Context: an optimization exercise on an open-source flow, tuned for small area. The choices shown serve that exercise and are no tape-out recipe. Only simulation tests tie the RTL to the original design; equivalence was not proved. Power and IR drop assume default switching activity.

Design array_feeder, start of the top module:
module array_feeder #(
    parameter int HEIGHT = 12,
    parameter int WIDTH  = 14,
    parameter int IWIDTH = 8,
    parameter int KW     = 8
) (
    input  logic                     clk,
    input  logic                     rst,
    input  logic                     start,
    input  logic [KW-1:0]            k_len,
    output logic                     busy,
    output logic                     done,
    input  logic                     in_valid,
    output logic                     in_ready,
    input  logic [HEIGHT*IWIDTH-1:0] in_ifm,
    input  logic [WIDTH*IWIDTH-1:0]  in_wght,
    output logic [HEIGHT-1:0]        en_i,
    output logic [HEIGHT-1:0]        clr_i,
    output logic [WIDTH-1:0]         en_w,
    output logic [WIDTH-1:0]         clr_w,
    output logic [WIDTH-1:0]         en_o,
    output logic [WIDTH-1:0]         clr_o,
    output logic [HEIGHT*IWIDTH-1:0] ifm,
    output logic [WIDTH*IWIDTH-1:0]  wght
);
    localparam int FLUSH_LEN = HEIGHT + WIDTH - 2;           
  ...
Size: roughly 2000 cells after synthesis, ~0.033 sq mm of cells after synthesis.
Settings: LEC_CHECK=0, CAP_MARGIN=20, CORE_MARGIN=2, CORE_UTILIZATION=60, PLACE_DENSITY=0.6, SLEW_MARGIN=20; clock period 4.0 ns.
standard.sh (not shown) runs the stock make flow with config.mk's settings and CLKGATE_MAP_FILE= SYNTH_SCRIPT=/design/flow/synth_recipe.tcl, a recipe that flattens the netlist after the stock synthesis.
==> flow/flow/run.sh <==
#!/bin/bash
# Standard ORFS layout with two changes: ports are buffered with the smallest
# buffer, and clock-tree synthesis uses small clock buffers without dummy loads.
set -euo pipefail
export BUFFER_PORTS_ARGS="-buffer_cell sky130_fd_sc_hd__buf_1"
export CTS_ARGS="-sink_clustering_enable -repair_clock_nets -dont_use_dummy_load -buf_list {sky130_fd_sc_hd__clkbuf_8} -sink_clustering_size 20 -sink_clustering_max_diameter 50"
for step in synth floorplan place cts route finish; do
  bash standard.sh $step > log_$step.txt 2>&1
done
Edit:
==> flow/flow/run.sh (replaced) <==
#!/bin/bash
# Standard ORFS layout with two changes: ports are buffered with the smallest
# buffer, and clock-tree synthesis uses small clock buffers without dummy loads.
set -euo pipefail
export BUFFER_PORTS_ARGS="-buffer_cell sky130_fd_sc_hd__buf_1"
export CTS_ARGS="-sink_clustering_enable -repair_clock_nets -buf_list {sky130_fd_sc_hd__clkbuf_4 sky130_fd_sc_hd__clkbuf_8} -dont_use_dummy_load"
bash standard.sh synth > log_synth.txt 2>&1
bash standard.sh floorplan > log_floorplan.txt 2>&1
bash standard.sh place > log_place.txt 2>&1
bash standard.sh cts > log_cts.txt 2>&1
bash standard.sh route > log_route.txt 2>&1
bash standard.sh finish > log_finish.txt 2>&1
Settings changed: PLACE_DENSITY 0.6 to not set.
Core utilization is higher by 2.9 points.
Maximum frequency goes down by 1.2%.
Global-route usage came out higher by 0.78 points.
Edit:
==> flow/run.sh (new file) <==
#!/bin/bash
# synth_recipe.tcl (not shown) runs the flow's synth.tcl, then flattens the netlist and writes it again
# the make line also repeats each setting of config.mk as NAME=value (left out here)
make -C /OpenROAD-flow-scripts/flow DESIGN_CONFIG=/design/flow/config.mk WORK_HOME=/design/flow/orfs CLKGATE_MAP_FILE= SYNTH_SCRIPT=/design/flow/synth_recipe.tcl finish
Settings changed: CORE_UTILIZATION 60 to 40.
removed: flow/flow/run.sh
removed: flow/standard.sh
Outcome: Cell area climbs by 14%; wire length climbs by 8.3%; worst hold slack improved by 0.20 ns; sequential share of layout area drops by 9.7 points; cell count climbs by 11%; synthesized area stays the same; worst setup slack got worse by 0.10 ns; first-iteration DRC count drops by 26%; die area climbs by 49%; synthesized cell count does not change; maximum frequency drops by 2.6%.
Edit:
==> flow/flow/run.sh (new file) <==
#!/bin/bash
# Standard ORFS layout with two changes: ports are buffered with the smallest
# buffer, and clock-tree synthesis uses small clock buffers without dummy loads.
set -euo pipefail
export BUFFER_PORTS_ARGS="-buffer_cell sky130_fd_sc_hd__buf_1"
export CTS_ARGS="-sink_clustering_enable -repair_clock_nets -dont_use_dummy_load -buf_list {sky130_fd_sc_hd__clkbuf_4 sky130_fd_sc_hd__clkbuf_8} -sink_clustering_size 10 -sink_clustering_max_diameter 63"
for step in synth floorplan place cts route finish; do
  bash standard.sh $step > log_$step.txt 2>&1
done
==> flow/standard.sh (new file) <==
#!/bin/bash
# synth_recipe.tcl (not shown) runs the flow's synth.tcl, then flattens the netlist and writes it again
# the make line also repeats each setting of config.mk as NAME=value (left out here)
make -C /OpenROAD-flow-scripts/flow DESIGN_CONFIG=/design/flow/config.mk WORK_HOME=/design/flow/orfs CLKGATE_MAP_FILE= SYNTH_SCRIPT=/design/flow/synth_recipe.tcl "${@:-finish}"
Settings changed: CORE_UTILIZATION 40 to 70, PLACE_DENSITY set to 0.75.
removed: flow/run.sh
Result:
- The new run ran to the end with no violations
- global-route usage rises by 13 points
- total power falls by about a fifth
- die area shrinks by well over a third
- clock skew came out higher by 0.021 ns
- worst setup slack is better by 0.059 ns
- non-clock buffer count shrinks by 5
Edit:
Settings changed: CORE_UTILIZATION 70 to 80, PLACE_DENSITY 0.75 to 0.85.
Outcome: The new run aborted during clock tree synthesis; area after synthesis is unchanged; synthesized cell count is unchanged.

[what the ideal ports hide]
How much do the figures lean on ideal ports? The routed layouts below were timed once more, with nothing changed but the port constraints. Step 1 assumes that a clkbuf_16 drives the clock port and a buf_2 every other input. Step 2 adds t to the input delays and takes it off the output delays; t is the mean of the earliest and latest rising clock arrival at the registers after step 1. Input paths then give back, and output paths get back, about the clock's delay inside the block. Three values: ideal, step 1, step 2; two values: the first two.
run	t, ns	setup slack, ns	worst data-port slew with drivers (ns)
the first run	0.709	0.210 / 0.153 / 0.862	0.10
the second run	0.815	0.164 / 0.105 / 0.920	0.10
the third run	0.734	0.061 / -0.002 / 0.732	0.12
the fourth run	0.788	0.120 / 0.066 / 0.854	0.12
After both steps setup and hold are still met in every run listed.
